What follows belongs to an exercise in optimizing a design on an open flow for small area, a short achievable clock period and few clock cycles; a production flow would make more cautious choices. Only simulation tests tie the RTL to the original design; equivalence was not proved.

run H:
==> module mexp_unit, before the edit <==
module mexp_unit #(
	parameter int W = 32
) (
	input  logic         bit_i,
	input  logic [W-1:0] r_i,
	input  logic [W-1:0] a_i,
	input  logic [W-1:0] m_i,
	output logic [W-1:0] y_o
);
	localparam int X = W + 3;
	logic [X-1:0] r2, p, nm1, nm2;
	logic [X-1:0] s1, c1, s2, c2;
	logic [X-1:0] t, x1, x2;
	assign r2  = {2'b00, r_i, 1'b0};
	assign p   = bit_i ? {3'b000, a_i} : '0;
	assign nm1 = ~{3'b000, m_i};
	assign nm2 = ~{2'b00, m_i, 1'b0};
	assign s1 = r2 ^ p ^ nm1;
	assign c1 = {((r2 & p) | (r2 & nm1) | (p & nm1)), 1'b1};
	assign s2 = r2 ^ p ^ nm2;
	assign c2 = {((r2 & p) | (r2 & nm2) | (p & nm2)), 1'b1};
	assign t  = r2 + p;
	assign x1 = s1 + c1;
	assign x2 = s2 + c2;
	always_comb begin
		if (!x2[X-1]) begin
			y_o = x2[W-1:0];
		end else if (!x1[X-1]) begin
			y_o = x1[W-1:0];
		end else begin
			y_o = t[W-1:0];
		end
	end
endmodule
==> module modular_exponentiation, before the edit <==
module modular_exponentiation #(
	parameter int OPERAND_BITS = 32
) (
	input  logic        clk,
	input  logic        arst_n,
	input  logic        s_tvalid,
	output logic        s_tready,
	input  logic [95:0] s_tdata,
	output logic        m_tvalid,
	input  logic        m_tready,
	output logic [31:0] m_tdata,
	output logic        m_tuser
);
	localparam int W = OPERAND_BITS;
	typedef enum logic [2:0] {
		S_IDLE = 3'd0,
		S_CHK  = 3'd1,
		S_SKIP = 3'd2,
		S_RUN  = 3'd3,
		S_DONE = 3'd4,
		S_OUT  = 3'd5
	} seq_state_t;
	seq_state_t   state_q;
	logic [W-1:0] mod_q;
	logic [W-1:0] acc_q;
	logic [W-1:0] r_q;
	logic         bit_q;
	logic         sq_q;
	logic [4:0]   cnt_q;
	logic [4:0]   eidx_q;
	logic         err_q;
	logic [W-1:0] in_b;
	logic [W-1:0] in_e;
	logic [W-1:0] step;
	logic         ebit;
	logic         last;
	assign in_b = s_tdata[31:0];
	assign in_e = s_tdata[63:32];
	assign ebit = in_e[eidx_q];
	assign last = (cnt_q == 5'd0);
	mexp_unit #(
		.W(W)
	) u_unit (
		.bit_i(bit_q),
		.r_i  (r_q),
		.a_i  (acc_q),
		.m_i  (mod_q),
		.y_o  (step)
	);
	always_ff @(posedge clk) begin
		mod_q <= s_tdata[95:64];
	end
	always_ff @(posedge clk or negedge arst_n) begin
		if (!arst_n) begin
			state_q <= S_IDLE;
		end else begin
			unique case (state_q)
				S_IDLE: begin
					if (s_tvalid) begin
						state_q <= S_CHK;
					end
				end
				S_CHK: begin
					if (mod_q == '0 || in_e == '0) begin
						state_q <= S_DONE;
					end else begin
						state_q <= S_SKIP;
					end
				end
				S_SKIP: begin
					if (ebit) begin
						state_q <= S_RUN;
					end
				end
				S_RUN: begin
					if (last && !(sq_q && ebit) && eidx_q == 5'd0) begin
						state_q <= S_DONE;
					end
				end
				S_DONE: begin
					state_q <= S_OUT;
				end
				S_OUT: begin
					if (m_tready) begin
						state_q <= s_tvalid ? S_CHK : S_IDLE;
					end
				end
				default: begin
					state_q <= S_IDLE;
				end
			endcase
		end
	end
	always_ff @(posedge clk) begin
		if (state_q == S_RUN && !last) begin
			r_q <= step;
		end else begin
			r_q <= '0;
		end
	end
	always_ff @(posedge clk) begin
		unique case (state_q)
			S_CHK: begin
				err_q  <= (mod_q == '0);
				acc_q  <= (mod_q == '0) ? W'(0) : W'(1);
				eidx_q <= 5'd31;
			end
			S_SKIP: begin
				sq_q  <= 1'b0;
				cnt_q <= 5'd31;
				bit_q <= in_b[W-1];
				if (!ebit) begin
					eidx_q <= eidx_q - 5'd1;
				end
			end
			S_RUN: begin
				if (!last) begin
					cnt_q <= cnt_q - 5'd1;
					bit_q <= sq_q ? acc_q[cnt_q - 5'd1] : in_b[cnt_q - 5'd1];
				end else begin
					acc_q <= step;
					cnt_q <= 5'd31;
					if (sq_q && ebit) begin
						sq_q  <= 1'b0;
						bit_q <= in_b[W-1];
					end else begin
						sq_q   <= 1'b1;
						bit_q  <= step[W-1];
						eidx_q <= eidx_q - 5'd1;
					end
				end
			end
			default: begin
			end
		endcase
	end
	assign s_tready = (state_q == S_DONE);
	assign m_tvalid = (state_q == S_OUT);
	assign m_tdata  = acc_q;
	assign m_tuser  = err_q;
endmodule
clock: 7.0 ns
lec_check: 0
cap_margin: 20
core_margin: 2
core_utilization: 40
setup_slack_margin: 2.5
slew_margin: 20
tns_end_percent: 100
standard.sh (not shown) runs the stock make flow with config.mk's settings and CLKGATE_MAP_FILE= SYNTH_SCRIPT=/design/flow/synth_recipe.tcl, a recipe that flattens the netlist after the stock synthesis.
==> flow/flow/run.sh <==
#!/bin/bash
# layout flow: the standard one, except that repair may resize cells to any footprint
# (the platform default limits resizing to cells of the same footprint)
bash standard.sh MATCH_CELL_FOOTPRINT=0 finish > standard.log 2>&1
Run H ran to completion and came out clean on the timing, design-rule and antenna checks.
Testbench counts of run H, summed over its fixed seeds: cycles 282,571.
Changes in run G relative to run H:
diff --git a/flow/design.v b/flow/design.v
--- a/flow/design.v
+++ b/flow/design.v
@@ -3,24 +3,23 @@
 	localparam int unsigned FIELD_BITS = 32;
 endpackage
 `timescale 1ns / 1ps
 module mexp_unit #(
 	parameter int W = 32
 ) (
-	input  logic         bit_i,
 	input  logic [W-1:0] r_i,
-	input  logic [W-1:0] a_i,
+	input  logic [W-1:0] p_i,
 	input  logic [W-1:0] m_i,
 	output logic [W-1:0] y_o
 );
 	localparam int X = W + 3;
 	logic [X-1:0] r2, p, nm1, nm2;
 	logic [X-1:0] s1, c1, s2, c2;
 	logic [X-1:0] t, x1, x2;
 	assign r2  = {2'b00, r_i, 1'b0};
-	assign p   = bit_i ? {3'b000, a_i} : '0;
+	assign p   = {3'b000, p_i};
 	assign nm1 = ~{3'b000, m_i};
 	assign nm2 = ~{2'b00, m_i, 1'b0};
 	assign s1 = r2 ^ p ^ nm1;
 	assign c1 = {((r2 & p) | (r2 & nm1) | (p & nm1)), 1'b1};
 	assign s2 = r2 ^ p ^ nm2;
 	assign c2 = {((r2 & p) | (r2 & nm2) | (p & nm2)), 1'b1};
@@ -54,39 +53,42 @@
 	localparam int W = OPERAND_BITS;
 	typedef enum logic [2:0] {
 		S_IDLE = 3'd0,
 		S_CHK  = 3'd1,
 		S_SKIP = 3'd2,
 		S_RUN  = 3'd3,
+		S_FRST = 3'd6,
 		S_DONE = 3'd4,
 		S_OUT  = 3'd5
 	} seq_state_t;
 	seq_state_t   state_q;
 	logic [W-1:0] mod_q;
 	logic [W-1:0] acc_q;
 	logic [W-1:0] r_q;
-	logic         bit_q;
+	logic [W-1:0] p_q;
 	logic         sq_q;
 	logic [4:0]   cnt_q;
 	logic [4:0]   eidx_q;
 	logic         err_q;
+	logic         spec_q;
+	logic         init_q;
+	logic [W-1:0] mul;
 	logic [W-1:0] in_b;
 	logic [W-1:0] in_e;
 	logic [W-1:0] step;
 	logic         ebit;
 	logic         last;
 	assign in_b = s_tdata[31:0];
 	assign in_e = s_tdata[63:32];
 	assign ebit = in_e[eidx_q];
 	assign last = (cnt_q == 5'd0);
 	mexp_unit #(
 		.W(W)
 	) u_unit (
-		.bit_i(bit_q),
 		.r_i  (r_q),
-		.a_i  (acc_q),
+		.p_i  (p_q),
 		.m_i  (mod_q),
 		.y_o  (step)
 	);
 	always_ff @(posedge clk) begin
 		mod_q <= s_tdata[95:64];
 	end
@@ -106,18 +108,25 @@
 					end else begin
 						state_q <= S_SKIP;
 					end
 				end
 				S_SKIP: begin
 					if (ebit) begin
-						state_q <= S_RUN;
+						state_q <= S_FRST;
 					end
 				end
+				S_FRST: begin
+					state_q <= S_RUN;
+				end
 				S_RUN: begin
-					if (last && !(sq_q && ebit) && eidx_q == 5'd0) begin
-						state_q <= S_DONE;
+					if (last) begin
+						if (!(sq_q && ebit) && eidx_q == 5'd0) begin
+							state_q <= S_DONE;
+						end else begin
+							state_q <= S_FRST;
+						end
 					end
 				end
 				S_DONE: begin
 					state_q <= S_OUT;
 				end
 				S_OUT: begin
@@ -128,54 +137,59 @@
 				default: begin
 					state_q <= S_IDLE;
 				end
 			endcase
 		end
 	end
+	assign mul = init_q ? W'(1) : acc_q;
 	always_ff @(posedge clk) begin
-		if (state_q == S_RUN && !last) begin
+		p_q <= (sq_q ? acc_q[cnt_q - 5'd1] : in_b[cnt_q - 5'd1]) ? mul : '0;
+	end
+	always_ff @(posedge clk) begin
+		if (state_q == S_RUN) begin
 			r_q <= step;
+		end else if (state_q == S_FRST && (sq_q ? acc_q[W-1] : in_b[W-1])) begin
+			r_q <= mul;
 		end else begin
 			r_q <= '0;
 		end
 	end
 	always_ff @(posedge clk) begin
 		unique case (state_q)
 			S_CHK: begin
 				err_q  <= (mod_q == '0);
-				acc_q  <= (mod_q == '0) ? W'(0) : W'(1);
+				spec_q <= (mod_q == '0) || (in_e == '0);
 				eidx_q <= 5'd31;
 			end
 			S_SKIP: begin
-				sq_q  <= 1'b0;
+				sq_q   <= 1'b0;
+				init_q <= 1'b1;
 				cnt_q <= 5'd31;
-				bit_q <= in_b[W-1];
 				if (!ebit) begin
 					eidx_q <= eidx_q - 5'd1;
 				end
 			end
+			S_FRST: begin
+				cnt_q <= cnt_q - 5'd1;
+			end
 			S_RUN: begin
-				if (!last) begin
-					cnt_q <= cnt_q - 5'd1;
-					bit_q <= sq_q ? acc_q[cnt_q - 5'd1] : in_b[cnt_q - 5'd1];
-				end else begin
-					acc_q <= step;
-					cnt_q <= 5'd31;
+				cnt_q <= cnt_q - 5'd1;
+				if (last) begin
+					acc_q  <= step;
+					init_q <= 1'b0;
 					if (sq_q && ebit) begin
 						sq_q  <= 1'b0;
-						bit_q <= in_b[W-1];
 					end else begin
 						sq_q   <= 1'b1;
-						bit_q  <= step[W-1];
 						eidx_q <= eidx_q - 5'd1;
 					end
 				end
 			end
 			default: begin
 			end
 		endcase
 	end
 	assign s_tready = (state_q == S_DONE);
 	assign m_tvalid = (state_q == S_OUT);
-	assign m_tdata  = acc_q;
+	assign m_tdata  = spec_q ? {{(W - 1){1'b0}}, !err_q} : acc_q;
 	assign m_tuser  = err_q;
 endmodule
--- outcome ---
The layout filler cell count of run G exceeds that of run H by about 11%.
Total vias in the final route | run G above run H
Compared with run H, run G shows a lower area overhead of the layout relative to synthesis.
Looking at required time at the worst-slack endpoint, run G sits 140 ps higher than run H does.
Run G reports a lower critical path depth in cells than run H does.
Row setup slack of the critical path after layout: run G higher / run H lower
Summary of run G over run H: final layout net count has increased, final design instance area without fill has increased.
Diff run H -> run G: utilization lower, total global-route track usage roughly the same.
Run G vs run H — synthesized area per cell rose 5.2%.
Testbench counts of run G, summed over its fixed seeds: cycles 282,571.

-- port drivers added, routing unchanged --
Ports are ideal in the flow. The routed layouts listed here were re-timed in OpenROAD.
Step 1 sets driving cells, clkbuf_16 on the clock port and buf_2 on the other inputs (assumed; they add their load-dependent delay and slew).
Step 2, shift: input delay + t, output delay - t, t = (earliest + latest rising clock arrival at the registers) / 2. This alone moves slack from input paths to output paths.
a / b / c = ideal / step 1 / step 2; a / b = the first two.
run | t (ns) | slack for setup (ns) | worst setup path at the end | latest minus earliest clock arrival (ns) | slew at the worst register clock pin (ns)
run H | 0.419 | 2.528 / 2.528 / 2.528 | register to register | 0.016 / 0.016 | 0.08 / 0.08
run G | 0.508 | 2.710 / 2.710 / 2.710 | register to register | 0.015 / 0.015 | 0.08 / 0.08
After both steps setup and hold are still met in every run listed.
